Source: an optimization exercise on an open RTL-to-GDS flow (aim: small area, a short achievable clock period and few clock cycles per item). Production flows keep margins and buffers that such runs may drop.
RTL that was checked went through simulation tests only; none was proved equivalent to the original.
Power figures rest on the tool's default switching activity, not on a simulated workload.

job 101:
==> flow/design.v <==
package ftss_pkg;
    localparam int FTSS_SECTOR_BYTES      = 512;
    localparam int FTSS_FILE_SECTOR_LIMIT = 32;
    localparam int FTSS_QUEUE_DEPTH       = 2;
    localparam int STATUS_W = 3;
    localparam int FILE_W   = 16;
    localparam int OFFSET_W = 9;
    localparam int COUNT_W  = 10;
    localparam int ADDR_W   = 4;
    typedef enum logic [STATUS_W-1:0] {
        ST_CHUNK   = 3'd0,
        ST_EMPTY   = 3'd1,
        ST_NOSPACE = 3'd2,
        ST_BADPOS  = 3'd3,
        ST_ERASED  = 3'd4
    } status_t;
    typedef enum logic [1:0] {
        REG_ERASED = 2'd0,
        REG_SPF    = 2'd1,
        REG_MAIN   = 2'd2,
        REG_BACKUP = 2'd3
    } reg_index_t;
endpackage
import ftss_pkg::*;
module file_transfer_sector_splitter
#(
    parameter int SECTOR_BYTES      = FTSS_SECTOR_BYTES,
    parameter int FILE_SECTOR_LIMIT = FTSS_FILE_SECTOR_LIMIT
) (
    input  logic                aclk,
    input  logic                aresetn,
    input  logic                psel,
    input  logic                penable,
    input  logic                pwrite,
    input  logic [ADDR_W-1:0]   paddr,
    input  logic [31:0]         pwdata,
    output logic [31:0]         prdata,
    output logic                pready,
    input  logic                s_valid,
    output logic                s_ready,
    input  logic                s_req_type,
    input  logic [FILE_W-1:0]   s_file_index,
    input  logic signed [31:0]  s_position,
    input  logic [31:0]         s_transfer_length,
    output logic                m_valid,
    input  logic                m_ready,
    output logic [STATUS_W-1:0] m_status,
    output logic [31:0]         m_physical_sector,
    output logic [OFFSET_W-1:0] m_sector_offset,
    output logic [COUNT_W-1:0]  m_chunk_bytes,
    output logic                m_last
);
    logic        erased_reg;
    logic [5:0]  spf_reg;
    logic [31:0] main_reg;
    logic [31:0] backup_reg;
    logic        cfg_write;
    logic [1:0]  cfg_index;
    assign pready    = 1'b1;
    assign cfg_write = psel && penable && pwrite;
    assign cfg_index = paddr[3:2];
    always_ff @(posedge aclk) begin
        if (!aresetn) begin
            erased_reg <= 1'b0;
            spf_reg    <= 6'd1;
            main_reg   <= 32'd0;
            backup_reg <= 32'd1;
        end else if (cfg_write) begin
            unique case (cfg_index)
                REG_ERASED: erased_reg <= pwdata[0];
                REG_SPF:    spf_reg    <= pwdata[5:0];
                REG_MAIN:   main_reg   <= pwdata;
                REG_BACKUP: backup_reg <= pwdata;
                default:    erased_reg <= erased_reg;
            endcase
        end
    end
    always_comb begin
        unique case (cfg_index)
            REG_ERASED: prdata = {31'd0, erased_reg};
            REG_SPF:    prdata = {26'd0, spf_reg};
            REG_MAIN:   prdata = main_reg;
            REG_BACKUP: prdata = backup_reg;
            default:    prdata = '0;
        endcase
    end
    logic        a_big21, b_big21, a_big22, b_big22;
    logic        cfg_eq, cfg_adj;
    always_comb begin
        a_big21 = |main_reg[31:21];
        b_big21 = |backup_reg[31:21];
        a_big22 = |main_reg[31:22];
        b_big22 = |backup_reg[31:22];
        cfg_eq  = main_reg == backup_reg;
        cfg_adj = !a_big22 && !b_big22
               && ((main_reg[21:0] + 22'd1 == backup_reg[21:0])
                || (backup_reg[21:0] + 22'd1 == main_reg[21:0]));
    end
    logic [5:0]          spf_e;
    logic                pos_oob;
    logic [STATUS_W-1:0] in_status;
    logic [15:0]         in_sum;
    logic [14:0]         in_end;
    logic [20:0]         in_s0;
    logic                r_valid;
    logic [STATUS_W-1:0] r_status;
    logic [20:0]         r_s0;
    logic [13:0]         r_pos;
    logic [14:0]         r_end;
    logic                o_take;
    always_comb begin
        spf_e   = spf_reg[5] ? 6'd32 : {1'b0, spf_reg[4:0]};
        pos_oob = (|s_position[30:14]) || ({1'b0, s_position[13:9]} >= spf_e);
        if (erased_reg)
            in_status = ST_ERASED;
        else if (s_position[31])
            in_status = ST_BADPOS;
        else if (pos_oob)
            in_status = s_req_type ? ST_NOSPACE : ST_EMPTY;
        else if (s_transfer_length == 32'd0)
            in_status = ST_EMPTY;
        else
            in_status = ST_CHUNK;
        in_sum = {2'b00, s_position[13:0]} + {1'b0, s_transfer_length[14:0]};
        in_end = ((|s_transfer_length[31:15]) || (in_sum[15:9] >= {1'b0, spf_e}))
               ? {spf_e, 9'd0} : in_sum[14:0];
        in_s0  = 21'(s_file_index * spf_e) + 21'(s_position[13:9]);
    end
    assign s_ready = !r_valid || o_take;
    always_ff @(posedge aclk) begin
        if (!aresetn) begin
            r_valid <= 1'b0;
        end else if (s_valid && s_ready) begin
            r_valid <= 1'b1;
        end else if (o_take) begin
            r_valid <= 1'b0;
        end
    end
    always_ff @(posedge aclk) begin
        if (s_valid && s_ready) begin
            r_status <= in_status;
            r_s0     <= in_s0;
            r_pos    <= s_position[13:0];
            r_end    <= in_end;
        end
    end
    logic                o_valid;
    logic [STATUS_W-1:0] o_status;
    logic [21:0]         o_sector;
    logic [8:0]          o_offset;
    logic [9:0]          o_bytes;
    logic [4:0]          o_cnt;      
    logic [8:0]          o_lb;       
    logic                ld_ge1, ld_ge2, ld_ca, ld_cb, ld_da, ld_db;
    logic [21:0]         ld_sp1;
    logic [21:0]         ld_sector;
    logic [4:0]          ld_ke, ld_k0, ld_cnt;
    logic [9:0]          ld_bytes;
    always_comb begin
        ld_sp1    = {1'b0, r_s0} + 22'd1;
        ld_ca     = !a_big21 && (r_s0 >= main_reg[20:0]);
        ld_cb     = !b_big21 && (r_s0 >= backup_reg[20:0]);
        ld_da     = !a_big22 && (ld_sp1 >= main_reg[21:0]);
        ld_db     = !b_big22 && (ld_sp1 >= backup_reg[21:0]);
        ld_ge1    = ld_ca || ld_cb;
        ld_ge2    = cfg_eq ? ld_ge1 : (ld_da && ld_db);
        ld_sector = {1'b0, r_s0} + {20'd0, ld_ge1 && ld_ge2, ld_ge1 ^ ld_ge2};
        ld_ke     = 5'(r_end[14:9] - {5'd0, r_end[8:0] == 9'd0});
        ld_k0     = r_pos[13:9];
        ld_cnt    = ld_ke - ld_k0;
        ld_bytes  = (ld_ke == ld_k0) ? 10'(r_end - {1'b0, r_pos})
                                     : 10'd512 - {1'b0, r_pos[8:0]};
    end
    logic [21:0]         nx_q;
    logic                nx_e1;
    logic [1:0]          nx_inc;
    logic [21:0]         nx_sector;
    always_comb begin
        nx_q      = o_sector + 22'd1;
        nx_e1     = (!a_big22 && (nx_q == main_reg[21:0]))
                 || (!b_big22 && (nx_q == backup_reg[21:0]));
        nx_inc    = nx_e1 ? ((cfg_eq || cfg_adj) ? 2'd3 : 2'd2) : 2'd1;
        nx_sector = o_sector + {20'd0, nx_inc};
    end
    logic o_done, o_step;
    assign o_done = o_valid && m_ready && (o_cnt == 5'd0);
    assign o_take = !o_valid || o_done;
    assign o_step = o_valid && m_ready && (o_cnt != 5'd0);
    always_ff @(posedge aclk) begin
        if (!aresetn) begin
            o_valid <= 1'b0;
        end else if (o_take) begin
            o_valid <= r_valid;
        end
    end
    always_ff @(posedge aclk) begin
        if (o_take && r_valid) begin
            o_status <= r_status;
            if (r_status == ST_CHUNK) begin
                o_sector <= ld_sector;
                o_offset <= r_pos[8:0];
                o_bytes  <= ld_bytes;
                o_cnt    <= ld_cnt;
                o_lb     <= r_end[8:0];
            end else begin
                o_sector <= '0;
                o_offset <= '0;
                o_bytes  <= '0;
                o_cnt    <= '0;
            end
        end else if (o_step) begin
            o_sector <= nx_sector;
            o_offset <= '0;
            o_bytes  <= (o_cnt == 5'd1) ? {o_lb == 9'd0, o_lb} : 10'd512;
            o_cnt    <= o_cnt - 5'd1;
        end
    end
    assign m_valid           = o_valid;
    assign m_status          = o_status;
    assign m_physical_sector = {10'd0, o_sector};
    assign m_sector_offset   = o_offset;
    assign m_chunk_bytes     = o_bytes;
    assign m_last            = (o_cnt == 5'd0);
endmodule
export LEC_CHECK = 0
export CAP_MARGIN = 20
export CORE_MARGIN = 2
export CORE_UTILIZATION = 40
export SLEW_MARGIN = 20
create_clock -name core_clock -period 5.5 [get_ports {aclk}]
run.sh (not shown) runs the stock make flow with config.mk's settings and CLKGATE_MAP_FILE= SYNTH_SCRIPT=/design/flow/synth_recipe.tcl, a recipe that flattens the netlist after the stock synthesis.
Testbench counts of job 101, summed over its fixed seeds: cycles 49,244, requests 12,000.
Here is what was changed in the inputs of job 102 compared with job 101.
--- a/flow/design.v
+++ b/flow/design.v
@@ -84,17 +84,22 @@
             default:    prdata = '0;
         endcase
     end
-    logic        a_big21, b_big21, a_big22, b_big22;
-    logic        cfg_eq, cfg_adj;
-    always_comb begin
-        a_big21 = |main_reg[31:21];
-        b_big21 = |backup_reg[31:21];
-        a_big22 = |main_reg[31:22];
-        b_big22 = |backup_reg[31:22];
-        cfg_eq  = main_reg == backup_reg;
-        cfg_adj = !a_big22 && !b_big22
-               && ((main_reg[21:0] + 22'd1 == backup_reg[21:0])
-                || (backup_reg[21:0] + 22'd1 == main_reg[21:0]));
+    logic        cfg_lt, cfg_eq;
+    logic [31:0] lo_c, hi_c, t2_c;
+    logic [21:0] t1_reg, t2_reg;
+    logic        t1_big_reg, t2_big_reg;
+    always_comb begin
+        cfg_lt = main_reg < backup_reg;
+        cfg_eq = main_reg == backup_reg;
+        lo_c   = cfg_lt ? main_reg : backup_reg;
+        hi_c   = cfg_lt ? backup_reg : main_reg;
+        t2_c   = cfg_eq ? lo_c : hi_c - 32'd1;
+    end
+    always_ff @(posedge aclk) begin
+        t1_reg     <= lo_c[21:0];
+        t1_big_reg <= |lo_c[31:22];
+        t2_reg     <= t2_c[21:0];
+        t2_big_reg <= |t2_c[31:22];
     end
     logic [5:0]          spf_e;
     logic                pos_oob;
@@ -121,9 +126,9 @@
             in_status = ST_EMPTY;
         else
             in_status = ST_CHUNK;
-        in_sum = {2'b00, s_position[13:0]} + {1'b0, s_transfer_length[14:0]};
-        in_end = ((|s_transfer_length[31:15]) || (in_sum[15:9] >= {1'b0, spf_e}))
-               ? {spf_e, 9'd0} : in_sum[14:0];
+        in_sum = {2'b00, s_position[13:0]}
+               + ((|s_transfer_length[31:15]) ? 16'h8000 : {1'b0, s_transfer_length[14:0]});
+        in_end = (in_sum[15:9] >= {1'b0, spf_e}) ? {spf_e, 9'd0} : in_sum[14:0];
         in_s0  = 21'(s_file_index * spf_e) + 21'(s_position[13:9]);
     end
     assign s_ready = !r_valid || o_take;
@@ -151,19 +156,13 @@
     logic [9:0]          o_bytes;
     logic [4:0]          o_cnt;      
     logic [8:0]          o_lb;       
-    logic                ld_ge1, ld_ge2, ld_ca, ld_cb, ld_da, ld_db;
-    logic [21:0]         ld_sp1;
+    logic                ld_ge1, ld_ge2;
     logic [21:0]         ld_sector;
     logic [4:0]          ld_ke, ld_k0, ld_cnt;
     logic [9:0]          ld_bytes;
     always_comb begin
-        ld_sp1    = {1'b0, r_s0} + 22'd1;
-        ld_ca     = !a_big21 && (r_s0 >= main_reg[20:0]);
-        ld_cb     = !b_big21 && (r_s0 >= backup_reg[20:0]);
-        ld_da     = !a_big22 && (ld_sp1 >= main_reg[21:0]);
-        ld_db     = !b_big22 && (ld_sp1 >= backup_reg[21:0]);
-        ld_ge1    = ld_ca || ld_cb;
-        ld_ge2    = cfg_eq ? ld_ge1 : (ld_da && ld_db);
+        ld_ge1    = !t1_big_reg && ({1'b0, r_s0} >= t1_reg);
+        ld_ge2    = !t2_big_reg && ({1'b0, r_s0} >= t2_reg);
         ld_sector = {1'b0, r_s0} + {20'd0, ld_ge1 && ld_ge2, ld_ge1 ^ ld_ge2};
         ld_ke     = 5'(r_end[14:9] - {5'd0, r_end[8:0] == 9'd0});
         ld_k0     = r_pos[13:9];
@@ -172,14 +171,15 @@
                                      : 10'd512 - {1'b0, r_pos[8:0]};
     end
     logic [21:0]         nx_q;
-    logic                nx_e1;
+    logic                nx_e1, nx_f1, nx_f2;
     logic [1:0]          nx_inc;
     logic [21:0]         nx_sector;
     always_comb begin
         nx_q      = o_sector + 22'd1;
-        nx_e1     = (!a_big22 && (nx_q == main_reg[21:0]))
-                 || (!b_big22 && (nx_q == backup_reg[21:0]));
-        nx_inc    = nx_e1 ? ((cfg_eq || cfg_adj) ? 2'd3 : 2'd2) : 2'd1;
+        nx_e1     = !t1_big_reg && (nx_q == t1_reg);
+        nx_f1     = !t2_big_reg && (o_sector == t2_reg);
+        nx_f2     = !t2_big_reg && (nx_q == t2_reg);
+        nx_inc    = nx_e1 ? (nx_f2 ? 2'd3 : 2'd2) : (nx_f1 ? 2'd2 : 2'd1);
         nx_sector = o_sector + {20'd0, nx_inc};
     end
     logic o_done, o_step;
--- outcome ---
- Of job 101 and job 102, job 101 shows the lower area of placed instances, with job 102 above it.
- On area after synthesis, job 102 does worse than job 101.
- Of job 101 and job 102, the run reporting the higher data arrival time of the critical path was job 102.
- Any difference in utilization of the core after routing between job 102 and job 101 is small enough to ignore.
- Compare job 101 and job 102 | total power lower: job 101
- Job 102 — flip-flop and latch count about 25% higher, job 101 as reference
- Against job 101, job 102 comes in 55 higher on cell count.
- Looking at clock skew after layout across both flows, job 102 is the weaker of the two, with job 101 ahead.
- For job 101, the start-to-end type of the worst setup path was reg2reg, unlike job 102, where it was in2reg.
The RTL of job 102 was laid out without a check of its function.

==> separate check: timing with driven ports <==
Ports are ideal in the flow. The routed layouts listed here were re-timed in OpenROAD. Step 1 assumes that a clkbuf_16 drives the clock port and a buf_2 every other input. Step 2 adds t to the input delays and takes it off the output delays; t is the mean of the earliest and latest rising clock arrival at the registers after step 1. Input paths then give back, and output paths get back, about the clock's delay inside the block. Slacks: no drivers / after step 1 / after step 2; pairs: no drivers / after step 1.
run | t (ns) | slack for setup (ns) | worst setup path after step 2 | latest minus earliest clock arrival (ns)
job 101 | 0.512 | 0.261 / 0.261 / -0.218 | input to register | 0.013 / 0.013
job 102 | 0.593 | 0.242 / 0.260 / -0.334 | input to register | 0.022 / 0.021
Met with ideal ports but missed after step 2: setup timing in job 101 and job 102. The setup slack of job 102, which loses most, moves by +0.018 ns with the drivers and by -0.576 ns with both steps.
